Background: an optimization exercise with open tools, aiming at small area. Do not read the settings as production practice. The RTL was checked by simulation tests, not by an equivalence proof against the original design. Power and IR drop assume default switching activity.

`design/flow/design.v`:
```
package dmem_pkg;
  localparam logic [2:0] F3_B  = 3'b000;
  localparam logic [2:0] F3_H  = 3'b001;
  localparam logic [2:0] F3_W  = 3'b010;
  localparam logic [2:0] F3_BU = 3'b100;
  localparam logic [2:0] F3_HU = 3'b101;
  typedef enum logic {
    CLEAR,
    READY
  } dmem_state_t;
endpackage
module dmem_bit_next
(
  input  logic q,
  input  logic wr,
  input  logic col_n,
  input  logic hold,
  output logic d
);
  assign d = ~((q | wr) & (col_n | hold));
endmodule
module dmem_rd_pair
(
  input  logic q0,
  input  logic sel0_n,
  input  logic q1,
  input  logic sel1_n,
  output logic y
);
  assign y = ~((q0 | sel0_n) & (q1 | sel1_n));
endmodule
module dmem_rd_col
#(
  parameter int unsigned DEPTH = 64
) (
  input  logic [DEPTH-1:0] q,
  input  logic [DEPTH-1:0] sel_n,
  output logic             y_n
);
  logic [DEPTH/2-1:0] p;
  for (genvar k = 0; k < DEPTH/2; k++) begin : g_pair
    dmem_rd_pair u_pair (
      .q0     (q[2*k]),
      .sel0_n (sel_n[2*k]),
      .q1     (q[2*k+1]),
      .sel1_n (sel_n[2*k+1]),
      .y      (p[k])
    );
  end
  assign y_n = |p;
endmodule
module byte_data_memory
#(
  parameter int unsigned DEPTH          = 64,
  parameter bit          CLEAR_ON_RESET = 1'b1
) (
  input  logic        clk,
  input  logic        reset,
  input  logic        req_valid,
  output logic        req_ready,
  input  logic        req_we,
  input  logic [2:0]  req_funct3,
  input  logic [31:0] req_addr,
  input  logic [31:0] req_wdata,
  output logic        rsp_valid,
  output logic [31:0] rsp_rdata,
  output logic        rsp_err,
  output logic        clear_busy
);
  localparam int unsigned AW = $clog2(DEPTH);
  logic [32*DEPTH-1:0]   mem_q;
  dmem_pkg::dmem_state_t state;
  logic [AW-1:0] sweep_cnt;
  logic          phase;
  logic          clearing;
  logic          sweep_sel;
  logic [AW-1:0] idx;
  logic          out_of_range;
  logic          misaligned;
  logic          illegal;
  logic          err;
  logic          accept;
  logic [3:0]    be;
  logic [31:0]   wdata_lane;
  logic [31:0]   rword;
  logic          rload_q;
  logic [31:0]   rcol_q;
  logic [2:0]    rf3_q;
  logic [1:0]    rlo_q;
  assign clearing   = (state == dmem_pkg::CLEAR);
  assign req_ready  = (state == dmem_pkg::READY);
  assign clear_busy = clearing;
  assign phase      = sweep_cnt[0];
  assign accept     = req_valid && req_ready;
  assign idx          = req_addr[2 +: AW];
  assign out_of_range = |req_addr[31:2+AW];
  always_comb begin
    be         = '0;
    wdata_lane = '0;
    misaligned = 1'b0;
    illegal    = 1'b0;
    case (req_funct3)
      dmem_pkg::F3_B: begin
        be         = 4'b0001 << req_addr[1:0];
        wdata_lane = {4{req_wdata[7:0]}};
      end
      dmem_pkg::F3_H: begin
        misaligned = req_addr[0];
        be         = req_addr[1] ? 4'b1100 : 4'b0011;
        wdata_lane = {2{req_wdata[15:0]}};
      end
      dmem_pkg::F3_W: begin
        misaligned = |req_addr[1:0];
        be         = '1;
        wdata_lane = req_wdata;
      end
      dmem_pkg::F3_BU: begin
        illegal = req_we;
      end
      dmem_pkg::F3_HU: begin
        illegal    = req_we;
        misaligned = req_addr[0];
      end
      default: illegal = 1'b1;
    endcase
  end
  assign err = out_of_range || misaligned || illegal;
  always_ff @(posedge clk) begin
    if (reset) begin
      state     <= CLEAR_ON_RESET ? dmem_pkg::CLEAR : dmem_pkg::READY;
      sweep_cnt <= '0;
      sweep_sel <= CLEAR_ON_RESET;
      rsp_valid <= 1'b0;
      rsp_err   <= 1'b0;
      rload_q   <= 1'b0;
    end else begin
      if (clearing && sweep_cnt == AW'(DEPTH - 1)) begin
        state     <= dmem_pkg::READY;
        sweep_sel <= 1'b0;
      end
      sweep_cnt <= sweep_cnt + 1'b1;
      rsp_valid <= accept;
      rsp_err   <= accept && err;
      rload_q   <= accept && !req_we && !err;
    end
  end
  logic [AW-1:0]    widx;
  logic [DEPTH-1:0] row_n;
  assign widx = sweep_sel ? sweep_cnt : idx;
  always_comb begin
    for (int r = 0; r < DEPTH; r++) row_n[r] = (widx != AW'(r));
  end
  logic [3:0]    lane_on;
  logic [31:0]   col_n;
  always_comb begin
    for (int l = 0; l < 4; l++) begin
      lane_on[l] = clearing || (accept && req_we && !err && be[l]);
      for (int b = 8*l; b < 8*l + 8; b++) begin
        col_n[b] = lane_on[l] ? ((!clearing && wdata_lane[b]) ^ phase) : 1'b1;
      end
    end
  end
  logic [32*DEPTH-1:0] mem_d;
  for (genvar r = 0; r < DEPTH; r++) begin : g_row
    logic [3:0] wr;
    assign wr = {4{!row_n[r]}} & lane_on;
    for (genvar b = 0; b < 32; b++) begin : g_bit
      dmem_bit_next u_next (
        .q     (mem_q[32*r + b]),
        .wr    (wr[b/8]),
        .col_n (col_n[b]),
        .hold  (row_n[r]),
        .d     (mem_d[32*r + b])
      );
    end
  end
  always_ff @(posedge clk) begin
    mem_q <= mem_d;
  end
  logic [31:0]      rcol_n;
  for (genvar b = 0; b < 32; b++) begin : g_col
    logic [DEPTH-1:0] q;
    for (genvar r = 0; r < DEPTH; r++) begin : g_q
      assign q[r] = mem_q[32*r + b];
    end
    dmem_rd_col #(.DEPTH(DEPTH)) u_col (
      .q     (q),
      .sel_n (row_n),
      .y_n   (rcol_n[b])
    );
  end
  always_ff @(posedge clk) begin
    rcol_q <= rcol_n;
    rf3_q  <= req_funct3;
    rlo_q  <= req_addr[1:0];
  end
  assign rword = (rcol_q ^ {32{phase}}) & {32{rload_q}};
  always_comb begin
    logic [7:0]  rbyte;
    logic [15:0] rhalf;
    logic        rsign;
    rbyte = rword[{rlo_q, 3'b000} +: 8];
    rhalf = rword[{rlo_q[1], 4'b0000} +: 16];
    rsign = !rf3_q[2] && (rf3_q[0] ? rhalf[15] : rbyte[7]);
    if (rf3_q[1])      rsp_rdata = rword;
    else if (rf3_q[0]) rsp_rdata = {{16{rsign}}, rhalf};
    else               rsp_rdata = {{24{rsign}}, rbyte};
  end
endmodule
```
`design/flow/flow/run.sh`:
```
#!/bin/bash
# Own layout flow: the standard ORFS flow, standard synthesis unchanged.
# Changes from the standard layout:
#  - ports are buffered with plain buf_1 cells (the default pick is a
#    clkdlybuf4s50 delay cell, which is slow and twice the area; the
#    resizer can still upsize a plain buffer where timing needs it);
#  - clock tree synthesis adds no dummy balancing loads, and builds the
#    tree from clkbuf_8 cells in clusters of at most 16 sinks;
#  - the design repair after placement may not use buf_12/buf_16
#    (small_bufs.tcl).
# The full make output goes to standard_flow.log; each ORFS step keeps its
# own log under orfs/logs/.
set -euo pipefail
cd "$(dirname "$0")/.."
here=$(pwd)
bash standard.sh finish \
  "BUFFER_PORTS_ARGS=-buffer_cell sky130_fd_sc_hd__buf_1" \
  "CTS_ARGS=-sink_clustering_enable -repair_clock_nets -dont_use_dummy_load -sink_clustering_size 16 -sink_clustering_max_diameter 60 -buf_list sky130_fd_sc_hd__clkbuf_8" \
  "PRE_RESIZE_TCL=$here/flow/small_bufs.tcl" \
  > standard_flow.log 2>&1
```
`design/flow/flow/small_bufs.tcl`:
```
# Keep design repair from using the largest buffers (buf_12, buf_16); it
# then buffers long, high-fanout nets with smaller buffers instead.
set_dont_use {sky130_fd_sc_hd__buf_12 sky130_fd_sc_hd__buf_16}
```
`design/flow/standard.sh`:
```
#!/bin/bash
# synth_recipe.tcl (not shown) runs the flow's synth.tcl, then flattens the netlist and writes it again
# the make line also repeats each setting of config.mk as NAME=value (left out here)
make -C /OpenROAD-flow-scripts/flow DESIGN_CONFIG=/design/flow/config.mk WORK_HOME=/design/flow/orfs CLKGATE_MAP_FILE= SYNTH_SCRIPT=/design/flow/synth_recipe.tcl "${@:-finish}"
```
`design/flow/config.mk`:
```
export PLATFORM = sky130hd
export DESIGN_NAME = byte_data_memory
export DESIGN_NICKNAME = byte_data_memory
export VERILOG_FILES = /design/flow/design.v
export SDC_FILE = /design/flow/constraint.sdc
export NUM_CORES = 4
export LEC_CHECK = 0
export CAP_MARGIN = 5
export CORE_MARGIN = 2
export CORE_UTILIZATION = 40
export CTS_CLUSTER_DIAMETER = 60
export CTS_CLUSTER_SIZE = 16
export GPL_TIMING_DRIVEN = 0
export PLACE_DENSITY = 0.85
export SETUP_SLACK_MARGIN = 0.1
export SLEW_MARGIN = 5
export SYNTH_HIERARCHICAL = 1
```
`design/flow/constraint.sdc`:
```
create_clock -name core_clock -period 5.0 [get_ports {clk}]
set_input_delay 1.0000 -clock core_clock [delete_from_list [all_inputs] [get_ports {clk}]]
set_output_delay 1.0000 -clock core_clock [all_outputs]
set_load 0.01 [all_outputs]
```
==> impl_metrics.py, run 1 <==
metrics = {
    "outcome": {
        "status": "timing/DRC/antenna clean",
    },
    "global_routing": {
        "grt_overflow": 0,
        "grt_pass1_vias": 57019,
        "antenna_found_initial": 24,
        "grt_pass1_wl_mm": 334,
        "grt.total_usage_pct": 24.4,
        "grt_max_degree": 69,
    },
    "critical_path": {
        "cp.required_ns": 4.00,
        "cp-start-kind": "register",
        "critPathKind": "register to output pin",
        "slowest_stage": "o22ai_1",
        "crit_arrival_ns": 3.80,
        "crit_fanout": 10,
        "cp-end-kind": "output pin",
        "cp_slowest_stage_delay_ns": 0.75,
        "crit_chain": "buf_4 -> buf_2 -> buf_4 -> buf_1 -> a311oi_1 -> o22ai_1 -> buf_1",
    },
    "floorplanning": {
        "rows": 151,
        "dieArea_mm2": 0.173,
        "die_x_um": 416,
        "ios": 107,
        "core_mm2": 0.169,
        "initial_core_util_pct": 40.2,
        "die_h_um": 416,
    },
    "clocking": {
        "clkSinkCount": 2096,
        "cts_root_buf": "clkbuf_8",
        "cts_hold_buffers": 0,
        "clkLatencyLatePin_ns": 0.94,
        "cts_resized": 0,
        "ctsLongestPathBuffers": 3,
        "h-tree-depth": 4,
        "cts_tree": "yes",
        "clkTransAtPathRegs_ns": 0.10,
        "cts_made_buffers": 153,
        "post_cts_buffers": 0,
    },
    "power_and_ir_drop": {
        "power-per-cell-area_mw_per_mm2": 395,
        "ir_drop_uv": 229,
        "p_leak_nw": 27.6,
    },
    "run": {
        "drv_cap": 0,
    },
    "logic_synthesis": {
        "synth_mux_area_share_pct": 0.280,
        "synth_top_family_by_area": "compound AO/OA/AOI/OAI gates",
        "yosys.area_share.simple_pct": 6.41,
        "synth_warnings": 7,
        "ys_seq_area_share_pct": 61.7,
        "synth_cells": 6304,
        "yosysMostFrequentCell": "o22ai_1",
        "synth_area_mm2": 0.0680,
        "synth_edf_count": 0,
        "synth.distinct_cells": 48,
        "synth_compound_area_share_pct": 30.1,
        "synth-main-ff-cell": "dfxtp_1",
        "synth-seq-cells": 2096,
        "synth-xor-area-share_pct": 0.708,
        "synth.top_cell.area_share_pct": 61.7,
        "synth-adder-area-share_pct": 0.0184,
        "yosysTopAreaCell": "dfxtp_1",
        "ys_top_cells_by_area": "dfxtp_1 (62%), o22ai_1 (28%), nor4_1 (2.1%)",
        "syn_nets": 6376,
        "synthArstFlopShare_pct": 0,
        "post_synth.cell_area_avg_um2": 10.8,
        "synthTopCellsByCount": "o22ai_1 (3095), dfxtp_1 (2096), nor4_1 (224), nor2_1 (205), nand3_1 (84)",
    },
    "timing": {
        "fin_skew_ns": 0.0827,
        "post-route-period-util_pct": 96.1,
        "slew_headroom_pct": 5.04,
        "slew_violations": 0,
        "hold_viol": 0,
        "worst_pin_slew_ns": 1.41,
        "max_freq_ghz": 0.208,
        "min_period_ns": 4.80,
        "finalSetupViolCount": 0,
        "whs_ns": 0.201,
        "rsz0062_at_grt": "false",
    },
    "final_layout": {
        "drive_gt1_share_pct": 6.10,
        "area_growth_pct": 10.3,
        "final_util_pct": 44.4,
        "nets": 6695,
    },
    "drt": {
        "wl_mm": 225,
        "final_antenna_net_count": 0,
        "vias": 61812,
        "wl_per_cell_um": 25.4,
        "first_iter_violations": 8928,
        "drtPass1Iterations": 8,
        "vias_per_cell": 6.98,
        "drc_errors": 0,
    },
    "placed_design": {
        "hpwl_mm": 143,
        "gp_congestion": 1.02,
        "portBuffers": 105,
    },
    "min_path": {
        "hp-class": "input port to register",
    },
}
==> Yosys stat by module (local to each module, per instance), a selection <==
module            flops+latches  cells  times used  area, um^2
dmem_rd_pair                  0      1        1024        6.26
byte_data_memory           2096   2880           1       46400
dmem_bit_next                 0      1        2048        6.26
==> power breakdown <==
part | switching (mW) | leakage, nW | internal, mW
sequential | 0.935 | 18.6 | 18.2
combinational | 1.60 | 7.95 | 1.11
clock | 5.05 | 1.10 | 2.75
total | 7.59 | 27.6 | 22.1
==> path summary, 6_finish.rpt <==
check,cells after the start,slack (ns),end,start
setup / recovery,7,0.20,rsp_rdata[3],sweep_cnt[0]$_SDFF_PP0_
setup reg to reg,7,0.24,mem_q[1291]$_DFF_P_,sweep_sel$_SDFFE_PP1P_
hold reg to reg,1,0.45,mem_q[259]$_DFF_P_,mem_q[259]$_DFF_P_
hold / removal,1,0.20,rf3_q[0]$_DFF_P_,req_funct3[0]
==> state kept, by name, indices dropped and copies added, names as in the netlist <==
register   flops
rsp_err        1
rf3_q          3
mem_q       2048
rsp_valid      1
sweep_sel      1
rload_q        1
state          1
rlo_q          2
sweep_cnt      6
rcol_q        32
==> layout by cell type, fill, tap and decap left out, types with 69 or more instances in the layout <==
cell	instances
o22ai_1	3089
clkbuf_8	153
a21oi_1	70
nand3_4	70
buf_1	109
dfxtp_1	2096
nand4_1	69
nor4_1	224
nor2_1	205
==> logic make-up after synthesis <==
family                     Yosys count
xor gates and xnor gates            55
AOI/OAI and AO/OA                 3258
adders and majority gates            1
DFF                               2096
and+or+nand+nor                    768
buffers and inverters              107
muxes                               19
==> critical path: cells and delay by family, from the launching register on <==
| kind | cells | cell delay (ns) |
|---|---|---|
| buffers and inverters | 5 | 1.68 |
| AO/OA/AOI/OAI | 2 | 0.84 |
| flip-flops | 1 | 0.36 |
==> cell type report <==
class,count,area [um^2]
Antenna cell,12,30.0
Timing Repair Buffer,164,978
Fill cell,14961,94100
Tap cell,2218,2780
Clock buffer,153,2110
Sequential cell,2096,42000
Inverter,17,63.8
Buffer,90,477
Multi-Input combinational cell,4101,26600
==> through the flow <==
stage | instance area, um^2 | power [mW] | TNS [ns] | instances | setup WS (ns)
after floorplan | 68000 | 20.9 | 0 | 6304 | 0.469
after global placement | 71200 | 21.7 | -2344.33 | 8627 | -1.81
after global routing | 75000 | 30.5 | 0 | 8848 | 0.0881
after CTS | 74900 | 29.5 | 0 | 8838 | 0.286
after detailed placement | 72800 | 22.0 | -17.78 | 8685 | -0.204
final | 75000 | 29.7 | 0 | 8851 | 0.197
==> metal layers <==
layer | up-vias | global-route usage [%] | routed length (um)
met3 | 994 | 6.58 | 26300
li1 | 27186 | - | -
met4 | 14 | 18.4 | 19700
met1 | 29420 | 30.1 | 82000
met2 | 4198 | 36.4 | 96500
met5 | - | 0.0834 | 90
==> inputs of run 2 (changes only) <==
==> design/flow/flow/run.sh (replaced) <==
#!/bin/bash
# Own layout flow: the standard ORFS flow, standard synthesis unchanged.
# Changes from the standard layout:
#  - ports are buffered with plain buf_1 cells (the default pick is a
#    clkdlybuf4s50 delay cell, which is slow and twice the area; the
#    resizer can still upsize a plain buffer where timing needs it);
#  - clock tree synthesis adds no dummy balancing loads, and builds the
#    tree from clkbuf_8 cells in clusters of at most 19 sinks;
#  - the design repair after placement may not use buf_12/buf_16
#    (small_bufs.tcl).
# The full make output goes to standard_flow.log; each ORFS step keeps its
# own log under orfs/logs/.
set -euo pipefail
cd "$(dirname "$0")/.."
here=$(pwd)
bash standard.sh finish \
  "BUFFER_PORTS_ARGS=-buffer_cell sky130_fd_sc_hd__buf_1" \
  "CTS_ARGS=-sink_clustering_enable -repair_clock_nets -dont_use_dummy_load -sink_clustering_size 19 -sink_clustering_max_diameter 60 -buf_list sky130_fd_sc_hd__clkbuf_8" \
  "PRE_RESIZE_TCL=$here/flow/small_bufs.tcl" \
  > standard_flow.log 2>&1
--- a/design/flow/config.mk
+++ b/design/flow/config.mk
@@ -9,7 +9,7 @@
 export CORE_MARGIN = 2
 export CORE_UTILIZATION = 40
 export CTS_CLUSTER_DIAMETER = 60
-export CTS_CLUSTER_SIZE = 16
+export CTS_CLUSTER_SIZE = 19
 export GPL_TIMING_DRIVEN = 0
 export PLACE_DENSITY = 0.85
 export SETUP_SLACK_MARGIN = 0.1
==> run 2 against run 1 <==
First-iteration DRC count grew 5.4%. Largest cell class unchanged. Non-clock buffer count is the same. Critical path type unchanged. Final area shrank 0.36%. Worst hold slack gained 0.039 ns. Highest routed layer unchanged.
==> impl_metrics.py, run 2 <==
metrics = {
    "placed_design": {
        "dpl_cell_area_mm2": 0.0728,
        "gp_congestion": 1.02,
        "place_ws_ns": -0.204,
        "dp.cells": 8685,
        "portBuffers": 105,
        "hpwl_mm": 143,
    },
    "timing": {
        "finalSetupViolCount": 0,
        "hold_viol": 0,
        "post-route-period-util_pct": 96.7,
        "rsz0062_at_grt": "true",
        "fin_skew_ns": 0.0916,
        "min_period_ns": 4.84,
        "finalSetupTns_ns": 0,
        "slew_violations": 0,
        "max_freq_ghz": 0.207,
        "setup_ws_ns": 0.165,
        "worst_pin_slew_ns": 1.37,
        "slew_headroom_pct": 7.72,
        "whs_ns": 0.240,
    },
    "final_layout": {
        "finalInstanceArea_mm2": 0.0748,
        "reg_top3": "mem_q x2048, rcol_q x32, sweep_cnt x6",
        "layout_common_cells": "o22ai_1 (3092), dfxtp_1 (2096), nor4_1 (224)",
        "top_register": "mem_q",
        "layout.cells.non_filler": 8836,
        "area_growth_pct": 9.87,
        "final_common_cell": "o22ai_1",
        "largest_reg_flops": 2048,
        "fillers": 15010,
        "final_util_pct": 44.2,
        "drive_gt1_share_pct": 5.75,
        "nets": 6678,
    },
    "logic_synthesis": {
        "post_synth.cell_area_avg_um2": 10.8,
        "yosys.area_share.simple_pct": 6.41,
        "synth.top_cell.area_share_pct": 61.7,
        "synth_compound_area_share_pct": 30.1,
        "yosysTopAreaCell": "dfxtp_1",
        "synth-seq-cells": 2096,
        "synth_warnings": 7,
        "syn_nets": 6376,
        "synth-adder-area-share_pct": 0.0184,
        "ys_seq_area_share_pct": 61.7,
        "synthTopCellsByCount": "o22ai_1 (3095), dfxtp_1 (2096), nor4_1 (224), nor2_1 (205), nand3_1 (84)",
        "synth_area_mm2": 0.0680,
        "synth_edf_count": 0,
        "synth_cells": 6304,
        "synth_top_family_by_area": "compound AO/OA/AOI/OAI gates",
        "synth.distinct_cells": 48,
        "synthArstFlopShare_pct": 0,
        "synth-main-ff-cell": "dfxtp_1",
        "synth-xor-area-share_pct": 0.708,
        "ys_top_cells_by_area": "dfxtp_1 (62%), o22ai_1 (28%), nor4_1 (2.1%)",
        "yosysMostFrequentCell": "o22ai_1",
        "synth_mux_area_share_pct": 0.280,
    },
    "floorplanning": {
        "ios": 107,
        "core_mm2": 0.169,
        "initial_core_util_pct": 40.2,
        "dieArea_mm2": 0.173,
        "die_x_um": 416,
        "die_h_um": 416,
        "rows": 151,
    },
    "critical_path": {
        "crit_fanout": 10,
        "crit_arrival_ns": 3.84,
        "r2r_slack_ns": 0.25,
        "cp-start-kind": "register",
        "cp-end-kind": "output pin",
        "critPathKind": "register to output pin",
        "cp.required_ns": 4.00,
    },
    "drt": {
        "wl_mm": 225,
        "drtPass1Iterations": 8,
        "wl_per_cell_um": 25.4,
        "first_iter_violations": 9412,
        "vias": 62170,
        "drc_errors": 0,
        "vias_per_cell": 7.04,
        "final_antenna_net_count": 0,
    },
    "min_path": {
        "hp-class": "input port to register",
    },
    "clocking": {
        "cts_made_buffers": 136,
        "cts_tree": "yes",
        "clkTransAtPathRegs_ns": 0.07,
        "ctsLongestPathBuffers": 3,
        "clkLatencyLatePin_ns": 0.90,
        "cts_root_buf": "clkbuf_8",
        "clkSinkCount": 2096,
        "h-tree-depth": 4,
    },
    "global_routing": {
        "grt_pass1_wl_mm": 332,
        "grt.total_usage_pct": 24.3,
        "grt_overflow": 0,
        "grt_max_degree": 69,
        "grt_pass1_vias": 56840,
        "antenna_found_initial": 26,
    },
    "run": {
        "drv_cap": 0,
    },
    "power_and_ir_drop": {
        "power-per-cell-area_mw_per_mm2": 392,
        "totalPowerFinal_mw": 29.3,
        "p_leak_nw": 27.5,
        "ir_drop_uv": 211,
    },
    "outcome": {
        "status": "timing/DRC/antenna clean",
    },
}
[run 2: timing repair]
item,4_1_cts,5_1_grt
hold buffers,0,0
endpoints found under the setup margin,0,11
gates resized for setup,0,4
buffers inserted,0,0
[run 2: per-module statistics from Yosys, one instance, submodules excluded, a selection]
module            cells inside  flops+latches
byte_data_memory          2880           2096
dmem_rd_pair                 1              0
dmem_bit_next                1              0
[run 2: report_power, final]
group | internal (mW) | leakage (nW) | switching, mW
clock network | 2.46 | 0.978 | 4.97
logic | 1.11 | 7.94 | 1.60
registers | 18.2 | 18.6 | 0.937
total | 21.8 | 27.5 | 7.50
[run 2: logic make-up after synthesis]
family | count (synthesis)
compound gates | 3258
flops | 2096
simple gates | 768
buf+inv | 107
xor+xnor | 55
mux | 19
fa+ha+maj | 1
[run 2: path summary, 6_finish.rpt]
path	end	startpoint	cells after the start
worst min register to register	mem_q[264]$_DFF_P_	mem_q[264]$_DFF_P_	1
worst min-delay path	rf3_q[0]$_DFF_P_	req_funct3[0]	1
worst max register to register	mem_q[1321]$_DFF_P_	sweep_sel$_SDFFE_PP1P_	7
worst max-delay path	rsp_rdata[11]	rload_q$_SDFF_PP0_	6
[run 2: area by class of cell]
class / instances / area (um^2) / area share, %
inverters: 17 / 63.8 / 0.0854
multi-input cells: 4101 / 26600 / 35.6
diodes: 14 / 35.0 / 0.0469
well taps: 2218 / 2780 / 3.71
clock buffers: 136 / 1870 / 2.50
flip-flops and latches: 2096 / 42000 / 56.1
repair buffers: 164 / 978 / 1.31
plain buffers: 90 / 477 / 0.638
[run 2: layer usage]
| metal | vias up | global-route usage [%] | part of all wire [%] |
|---|---|---|---|
| met5 | - | 0.0556 | 0.055 |
| met4 | 18 | 18.9 | 8.8 |
| met3 | 987 | 6.12 | 12 |
| met2 | 4347 | 36.1 | 43 |
| met1 | 29645 | 30.2 | 36 |
| li1 | 27173 | - | - |
[run 2: critical path, stage by stage (launching register included)]
cell	delay, ns
dfxtp_1	0.31
clkbuf_1	0.48
nand2_1	0.35
or2_2	0.36
clkbuf_1	0.19
o221ai_1	1.04
buf_1	0.24
==> inputs of run 3 (changes only) <==
==> design/flow/flow/run.sh (replaced) <==
#!/bin/bash
# Own layout flow: the standard ORFS flow, standard synthesis unchanged.
# Changes from the standard layout:
#  - ports are buffered with plain buf_1 cells (the default pick is a
#    clkdlybuf4s50 delay cell, which is slow and twice the area; the
#    resizer can still upsize a plain buffer where timing needs it);
#  - clock tree synthesis adds no dummy balancing loads, and builds the
#    tree from clkbuf_8 cells in clusters of at most 18 sinks;
#  - the design repair after placement may not use buf_12/buf_16
#    (small_bufs.tcl).
# The full make output goes to standard_flow.log; each ORFS step keeps its
# own log under orfs/logs/.
set -euo pipefail
cd "$(dirname "$0")/.."
here=$(pwd)
bash standard.sh finish \
  "BUFFER_PORTS_ARGS=-buffer_cell sky130_fd_sc_hd__buf_1" \
  "CTS_ARGS=-sink_clustering_enable -repair_clock_nets -dont_use_dummy_load -sink_clustering_size 18 -sink_clustering_max_diameter 60 -buf_list sky130_fd_sc_hd__clkbuf_8" \
  "PRE_RESIZE_TCL=$here/flow/small_bufs.tcl" \
  > standard_flow.log 2>&1
--- a/design/flow/config.mk
+++ b/design/flow/config.mk
@@ -9,7 +9,7 @@
 export CORE_MARGIN = 2
 export CORE_UTILIZATION = 40
 export CTS_CLUSTER_DIAMETER = 60
-export CTS_CLUSTER_SIZE = 19
+export CTS_CLUSTER_SIZE = 18
 export GPL_TIMING_DRIVEN = 0
 export PLACE_DENSITY = 0.85
 export SETUP_SLACK_MARGIN = 0.1
==> run 3 against run 2 <==
Clock power increased by 1%. Critical endpoint is now rsp_rdata[4]. Utilization about the same. First-iteration DRC count decreased by 6.5%. Sequential power about the same. Final area increased by 0.11%. Highest routed layer unchanged. Fmax decreased by 0.69%. Die area unchanged.
==> impl_metrics.py, run 3 <==
metrics = {
    "outcome": {
        "status": "timing/DRC/antenna clean",
    },
    "clocking": {
        "clkLatencyLatePin_ns": 0.95,
        "cts_tree": "yes",
        "cts_made_buffers": 140,
        "h-tree-depth": 4,
        "cts_hold_buffers": 0,
        "ctsLongestPathBuffers": 3,
        "cts_root_buf": "clkbuf_8",
        "clkTransAtPathRegs_ns": 0.11,
        "clkSinkCount": 2096,
    },
    "run": {
        "drv_cap": 0,
    },
    "placed_design": {
        "dpl_cell_area_mm2": 0.0728,
        "hpwl_mm": 143,
        "gp_congestion": 1.02,
        "portBuffers": 105,
        "place_ws_ns": -0.204,
    },
    "final_layout": {
        "multi_input_area_mm2": 0.0266,
        "final_common_cell": "o22ai_1",
        "reg_top3": "mem_q x2048, rcol_q x32, sweep_cnt x6",
        "seq_area_mm2": 0.0420,
        "finalInstanceArea_mm2": 0.0748,
        "drive_gt1_share_pct": 5.89,
        "largest_reg_flops": 2048,
        "layout_common_cells": "o22ai_1 (3090), dfxtp_1 (2096), nor4_1 (224)",
        "fillers": 15007,
        "top_register": "mem_q",
        "nets": 6682,
        "area_growth_pct": 9.99,
    },
    "drt": {
        "vias_per_cell": 7.00,
        "drc_errors": 0,
        "wl_mm": 225,
        "wl_per_cell_um": 25.5,
        "first_iter_violations": 8796,
        "vias": 61852,
        "final_antenna_net_count": 0,
        "drtPass1Iterations": 8,
    },
    "power_and_ir_drop": {
        "p_leak_nw": 27.5,
        "ir_drop_uv": 221,
        "totalPowerFinal_mw": 29.4,
        "power-per-cell-area_mw_per_mm2": 393,
    },
    "logic_synthesis": {
        "synth_edf_count": 0,
        "synth_top_family_by_area": "compound AO/OA/AOI/OAI gates",
        "synth_area_mm2": 0.0680,
        "synth-adder-area-share_pct": 0.0184,
        "synth_warnings": 7,
        "synth.distinct_cells": 48,
        "ys_seq_area_share_pct": 61.7,
        "yosys.area_share.simple_pct": 6.41,
        "synth.top_cell.area_share_pct": 61.7,
        "synthArstFlopShare_pct": 0,
        "synth_cells": 6304,
        "synth_mux_area_share_pct": 0.280,
        "ys_top_cells_by_area": "dfxtp_1 (62%), o22ai_1 (28%), nor4_1 (2.1%)",
        "yosysTopAreaCell": "dfxtp_1",
        "post_synth.cell_area_avg_um2": 10.8,
        "yosysMostFrequentCell": "o22ai_1",
        "synth-xor-area-share_pct": 0.708,
        "synth-main-ff-cell": "dfxtp_1",
        "synthTopCellsByCount": "o22ai_1 (3095), dfxtp_1 (2096), nor4_1 (224), nor2_1 (205), nand3_1 (84)",
        "syn_nets": 6376,
        "synth_compound_area_share_pct": 30.1,
        "synth-seq-cells": 2096,
    },
    "critical_path": {
        "cp-end-kind": "output pin",
        "crit_fanout": 10,
        "cp.required_ns": 4.00,
        "crit_arrival_ns": 3.87,
        "r2r_start": "sweep_sel$_SDFFE_PP1P_",
        "reg2reg_to": "mem_q[1291]$_DFF_P_",
        "r2r_slack_ns": 0.27,
        "critPathKind": "register to output pin",
        "rr_worst_depth": 7,
        "cp-start-kind": "register",
    },
    "floorplanning": {
        "die_x_um": 416,
        "rows": 151,
        "ios": 107,
        "core_mm2": 0.169,
        "die_h_um": 416,
        "dieArea_mm2": 0.173,
        "initial_core_util_pct": 40.2,
    },
    "timing": {
        "slew_headroom_pct": 5.67,
        "setup_ws_ns": 0.131,
        "finalSetupViolCount": 0,
        "hold_viol": 0,
        "max_freq_ghz": 0.205,
        "slew_violations": 0,
        "rsz0062_at_grt": "false",
        "min_period_ns": 4.87,
        "fin_skew_ns": 0.0656,
        "post-route-period-util_pct": 97.4,
        "worst_pin_slew_ns": 1.41,
    },
    "global_routing": {
        "grt_max_degree": 69,
        "antenna_found_initial": 28,
        "grt_pass1_wl_mm": 334,
        "grt.total_usage_pct": 24.4,
        "grt_pass1_vias": 57102,
        "grt_overflow": 0,
    },
    "min_path": {
        "min_to": "rf3_q[0]$_DFF_P_",
        "min_from": "req_funct3[0]",
        "min_path_cells": 1,
        "hp-class": "input port to register",
    },
}
run 3: cell type report:
type | instances | area share [%]
sequential | 2096 | 56.1
multi-input combinational | 4101 | 35.6
tap | 2218 | 3.71
clock buffer | 140 | 2.57
timing repair buffer | 164 | 1.31
buffer | 90 | 0.637
inverter | 17 | 0.0853
antenna | 13 | 0.0435
run 3: worst max-delay path by stage:
| stage | from | endpoint | slack, ns | cells after the start |
|---|---|---|---|---|
| 2_1_floorplan | req_funct3[0] | mem_q[1000]$_DFF_P_ | 0.47 | 8 |
| 3_3_place_gp | req_funct3[2] | mem_q[425]$_DFF_P_ | -1.81 | 7 |
| 3_5_place_dp | req_addr[3] | mem_q[232]$_DFF_P_ | -0.20 | 7 |
| 4_1_cts | sweep_cnt[0]$_SDFF_PP0_ | rsp_rdata[5] | 0.30 | 7 |
| 5_1_grt | sweep_cnt[0]$_SDFF_PP0_ | rsp_rdata[26] | 0.1 | 7 |
| 6_report | sweep_cnt[0]$_SDFF_PP0_ | rsp_rdata[4] | 0.13 | 7 |
run 3: worst max-delay path, cell delays in order, from the launching register on:
cell and delay, ns:
dfxtp_1 0.36, buf_4 0.18, buf_2 0.32, buf_4 0.29, buf_1 0.68, a311oi_1 0.12, o22ai_1 0.77, buf_1 0.22
run 3: report_power, final:
| part | leakage, nW | internal [mW] | switching [mW] |
|---|---|---|---|
| Sequential | 18.6 | 18.2 | 0.938 |
| Clock | 1.01 | 2.53 | 4.98 |
| Combinational | 7.94 | 1.11 | 1.61 |
run 3: per-layer routing:
layer | up-vias | track usage (%) | routed length, um
li1 | 27143 | - | -
met1 | 29572 | 29.8 | 82100
met2 | 4154 | 36.3 | 97100
met3 | 965 | 6.93 | 26500
met4 | 18 | 18.8 | 19300
met5 | - | 0.278 | 107
run 3: repair_timing:
action / in CTS / in global routing
setup buffers: 0 / 0
setup endpoints to repair: 0 / 22
gates resized for setup: 0 / 9
run 3: stage by stage:
step / utilization (%) / hold WS (ns) / setup TNS [ns] / cells
after floorplan: - / 0.422 / 0 / 6304
after global placement: 42.1 / 0.430 / -2344.33 / 8627
after detailed placement: 43.1 / 0.438 / -17.78 / 8685
after CTS: 44.2 / 0.181 / 0 / 8825
after global routing: 44.2 / 0.223 / 0 / 8832
final: 44.3 / 0.217 / 0 / 8839
run 3: logic make-up (layout without fill, tap and decap cells):
| logic type | Yosys count | count (layout) |
|---|---|---|
| flip-flops | 2096 | 2096 |
| XOR/XNOR | 55 | 55 |
| adder cells (fa/ha/maj) | 1 | 1 |
| buffers and inverters | 107 | 411 |
| AND/OR/NAND/NOR | 768 | 768 |
| AO/OA/AOI/OAI | 3258 | 3258 |
| multiplexers | 19 | 19 |
| other | 0 | 13 |
run 3: per-module statistics from Yosys (local to each module, per instance), excerpt:
module,cells inside,flops+latches,times used
dmem_bit_next,1,0,2048
byte_data_memory,2880,2096,1
dmem_rd_pair,1,0,1024
==> inputs of run 4 (changes only) <==
==> design/flow/flow/run.sh (replaced) <==
#!/bin/bash
# Own layout flow: the standard ORFS flow, standard synthesis unchanged.
# Changes from the standard layout:
#  - ports are buffered with plain buf_1 cells (the default pick is a
#    clkdlybuf4s50 delay cell, which is slow and twice the area; the
#    resizer can still upsize a plain buffer where timing needs it);
#  - clock tree synthesis adds no dummy balancing loads, and builds the
#    tree from clkbuf_8 cells in clusters of at most 16 sinks;
#  - the design repair after placement may not use buf_8/buf_12/buf_16
#    (small_bufs.tcl).
# The full make output goes to standard_flow.log; each ORFS step keeps its
# own log under orfs/logs/.
set -euo pipefail
cd "$(dirname "$0")/.."
here=$(pwd)
bash standard.sh finish \
  "BUFFER_PORTS_ARGS=-buffer_cell sky130_fd_sc_hd__buf_1" \
  "CTS_ARGS=-sink_clustering_enable -repair_clock_nets -dont_use_dummy_load -sink_clustering_size 16 -sink_clustering_max_diameter 60 -buf_list sky130_fd_sc_hd__clkbuf_8" \
  "PRE_RESIZE_TCL=$here/flow/small_bufs.tcl" \
  > standard_flow.log 2>&1
==> design/flow/flow/small_bufs.tcl (replaced) <==
# Keep design repair from using the largest buffers (buf_8, buf_12, buf_16); it
# then buffers long, high-fanout nets with smaller buffers instead.
set_dont_use {sky130_fd_sc_hd__buf_8 sky130_fd_sc_hd__buf_12 sky130_fd_sc_hd__buf_16}
==> design/flow/config.mk (replaced) <==
export PLATFORM = sky130hd
export DESIGN_NAME = byte_data_memory
export DESIGN_NICKNAME = byte_data_memory
export VERILOG_FILES = /design/flow/design.v
export SDC_FILE = /design/flow/constraint.sdc
export NUM_CORES = 4
export LEC_CHECK = 0
export CAP_MARGIN = 10
export CORE_MARGIN = 2
export CORE_UTILIZATION = 40
export CTS_CLUSTER_DIAMETER = 60
export CTS_CLUSTER_SIZE = 16
export GPL_TIMING_DRIVEN = 0
export SLEW_MARGIN = 10
export SYNTH_HIERARCHICAL = 1
==> run 4 against run 3 <==
Critical path depth shrank 2. Non-clock buffer count grew 67. Power grew 1.5%. Utilization grew 1.1 points. Sequential share of layout area shrank 1.4 points. Highest routed layer is now met4. Die area is the same. Clock skew grew 0.029 ns. Worst setup slack lost 0.0046 ns. First-iteration DRC count shrank 37%. Sequential power is essentially flat. Synthesized cell count is the same. Still clean. Fmax is essentially flat.
==> impl_metrics.py, run 4 <==
metrics = {
    "global_routing": {
        "grt_pass1_vias": 54334,
        "grt.total_usage_pct": 25.2,
        "met1_usage_pct": 33.6,
        "use_met2_pct": 40.6,
        "grt_overflow": 0,
        "grt_pass1_wl_mm": 340,
        "antenna_found_initial": 15,
        "grt.met3_usage_pct": 3.56,
        "grt_max_degree": 69,
        "grt_busiest_layer": "met2",
    },
    "drt": {
        "first_iter_violations": 5502,
        "vias": 59327,
        "vias_per_cell": 6.65,
        "wl_per_cell_um": 25.7,
        "final_antenna_net_count": 0,
        "drtPass1Iterations": 8,
        "wl_mm": 229,
        "drc_errors": 0,
    },
    "critical_path": {
        "crit_buf_inv": 3,
        "cpMostUsedCell": "clkbuf_1",
        "crit_end": "rsp_rdata[26]",
        "cp.required_ns": 4.00,
        "cp.depth": 5,
        "crit_path_start": "rload_q$_SDFF_PP0_",
        "cp-start-kind": "register",
        "slowest_stage": "dfxtp_1",
        "cp_top_family": "buffers and inverters",
        "r2r_slack_ns": 0.34,
        "critPathKind": "register to output pin",
        "reg2reg_to": "rcol_q[18]$_DFF_P_",
        "crit_arrival_ns": 3.87,
        "cp_slowest_stage_delay_ns": 0.64,
        "crit_fanout": 10,
        "cp-end-kind": "output pin",
        "crit_chain": "clkbuf_1 -> nand2_1 -> clkbuf_1 -> o22ai_1 -> buf_1",
        "r2r_start": "sweep_sel$_SDFFE_PP1P_",
        "rr_worst_depth": 9,
    },
    "outcome": {
        "status": "timing/DRC/antenna clean",
    },
    "logic_synthesis": {
        "synth_area_mm2": 0.0680,
        "ys_seq_area_share_pct": 61.7,
        "ys_top_cells_by_area": "dfxtp_1 (62%), o22ai_1 (28%), nor4_1 (2.1%)",
        "synth_warnings": 7,
        "syn_nets": 6376,
        "synthArstFlopShare_pct": 0,
        "synth.top_cell.area_share_pct": 61.7,
        "yosysMostFrequentCell": "o22ai_1",
        "synth-main-ff-cell": "dfxtp_1",
        "post_synth.cell_area_avg_um2": 10.8,
        "synth_cells": 6304,
        "yosysTopAreaCell": "dfxtp_1",
        "synth_edf_count": 0,
        "synthTopCellsByCount": "o22ai_1 (3095), dfxtp_1 (2096), nor4_1 (224), nor2_1 (205), nand3_1 (84)",
        "synth-seq-cells": 2096,
        "synth.distinct_cells": 48,
    },
    "floorplanning": {
        "initial_core_util_pct": 40.2,
        "ios": 107,
        "rows": 151,
        "die_x_um": 416,
        "die_h_um": 416,
        "core_mm2": 0.169,
        "dieArea_mm2": 0.173,
    },
    "clocking": {
        "clkSinkCount": 2096,
        "cts_root_buf": "clkbuf_8",
        "cts_made_buffers": 158,
        "clkTransAtPathRegs_ns": 0.09,
        "clkLatencyLatePin_ns": 0.94,
        "cts_tree": "yes",
        "post_cts_buffers": 0,
        "cts_hold_buffers": 0,
        "ctsLongestPathBuffers": 3,
        "cts_resized": 0,
        "h-tree-depth": 4,
    },
    "final_layout": {
        "layout.cells.non_filler": 8923,
        "finalInstanceArea_mm2": 0.0767,
        "top_register": "mem_q",
        "reg_top3": "mem_q x2048, rcol_q x32, sweep_cnt x6",
        "nets": 6767,
        "final_common_cell": "o22ai_1",
        "drive_gt1_share_pct": 6.99,
        "area_growth_pct": 12.8,
        "fillers": 15696,
        "largest_reg_flops": 2048,
        "layout_common_cells": "o22ai_1 (3095), dfxtp_1 (2096), nor4_1 (223)",
    },
    "min_path": {
        "hp-class": "input port to register",
        "min_from": "req_valid",
        "min_path_cells": 3,
    },
    "placed_design": {
        "hpwl_mm": 158,
        "gp_congestion": 0.922,
        "place_ws_ns": -0.314,
        "dp.cells": 8751,
        "portBuffers": 105,
        "dpl_cell_area_mm2": 0.0744,
    },
    "timing": {
        "slew_headroom_pct": 10.3,
        "slew_violations": 0,
        "min_period_ns": 4.87,
        "max_freq_ghz": 0.205,
        "finalSetupViolCount": 0,
        "fin_skew_ns": 0.0945,
        "post-route-period-util_pct": 97.5,
        "rsz0062_at_grt": "false",
        "setup_ws_ns": 0.127,
        "hold_viol": 0,
        "worst_pin_slew_ns": 1.35,
        "finalSetupTns_ns": 0,
    },
    "power_and_ir_drop": {
        "power-per-cell-area_mw_per_mm2": 389,
        "ir_drop_uv": 213,
        "p_leak_nw": 28.8,
    },
    "run": {
        "drv_cap": 0,
    },
}
[run 4: kinds of logic (layout without fill, tap and decap cells)]
| logic type | after synthesis | in the layout | synth area share (%) |
|---|---|---|---|
| compound gates | 3258 | 3258 | 30.1 |
| xor+xnor | 55 | 55 | 0.708 |
| fa+ha+maj | 1 | 1 | 0.0184 |
| buf+inv | 107 | 496 | 0.794 |
| flops | 2096 | 2096 | 61.7 |
| mux | 19 | 19 | 0.280 |
| other cells | 0 | 12 | 0 |
| simple gates | 768 | 768 | 6.41 |
[run 4: layer usage]
| metal | part of all wire (%) | vias up |
|---|---|---|
| met5 | 0 | - |
| met4 | 5.0 | 0 |
| met3 | 6.5 | 417 |
| met2 | 46 | 2178 |
| met1 | 43 | 29404 |
| li1 | - | 27328 |
[run 4: stage by stage]
stage          util (%)  total power [mW]  hold slack [ns]
2_1_floorplan         -              20.9            0.422
3_3_place_gp       42.1              21.9            0.430
3_5_place_dp       44.0              22.1            0.438
4_1_cts            45.3              29.9            0.228
5_1_grt            45.4              30.9            0.270
6_report           45.4              29.8            0.298
[run 4: per-module statistics from Yosys, one instance, submodules excluded, excerpt]
module | cells | copies in the design | cell area [um^2] | flip-flops and latches
dmem_bit_next | 1 | 2048 | 6.26 | 0
byte_data_memory | 2880 | 1 | 46400 | 2096
dmem_rd_pair | 1 | 1024 | 6.26 | 0
[run 4: worst register-to-register path, delay by kind of cell, from the launching register on]
family	cells	cell delay (ns)
and+or+nand+nor	5	2.46
buffers and inverters	2	0.90
DFF	1	0.45
AOI/OAI and AO/OA	2	0.77
[run 4: worst min path at each step]
stage / end / slack (ns)
after detailed placement: mem_q[1471]$_DFF_P_ / 0.44
final: rsp_valid$_SDFF_PP0_ / 0.30
after global routing: rf3_q[0]$_DFF_P_ / 0.27
after floorplan: mem_q[1000]$_DFF_P_ / 0.42
after CTS: rsp_valid$_SDFF_PP0_ / 0.23
after global placement: mem_q[1528]$_DFF_P_ / 0.43
[run 4: layout make-up]
class / instances / area, um^2 / area share (%)
diodes: 12 / 30.0 / 0.0391
plain buffers: 90 / 477 / 0.621
clock buffers: 158 / 2170 / 2.83
inverters: 17 / 63.8 / 0.0832
multi-input cells: 4101 / 26700 / 34.7
flip-flops and latches: 2096 / 42000 / 54.7
well taps: 2218 / 2780 / 3.62
repair buffers: 231 / 2580 / 3.36
[run 4: where the power goes]
group	internal, mW	switching, mW
sequential	18.2	0.910
clock	2.83	5.15
combinational	1.13	1.60

[what the ideal ports hide]
No port has a modelled driver above. Below, the same layouts with a new extraction and two added sets of constraints.
Step 1: set_driving_cell puts a clkbuf_16 on clk and a buf_2 on each other input, an assumption about the parent block.
Step 2, shift: input delay + t, output delay - t, t = (earliest + latest rising clock arrival at the registers) / 2. This alone moves slack from input paths to output paths.
Three values: ideal ports, drivers, drivers and shift; two values: the first two.
run	t (ns)	slack for setup (ns)	worst setup path after step 2
run 1	0.976	0.197 / 0.122 / -0.514	input to register
run 2	0.940	0.165 / 0.098 / -0.472	input to register
run 3	0.976	0.131 / 0.064 / -0.513	input to register
run 4	0.979	0.127 / 0.042 / -0.323	input to register
With both steps, setup timing fails in every run listed, where it was met with ideal ports. The setup slack of run 1, which loses most, moves by -0.075 ns with the drivers and by -0.711 ns with both steps.
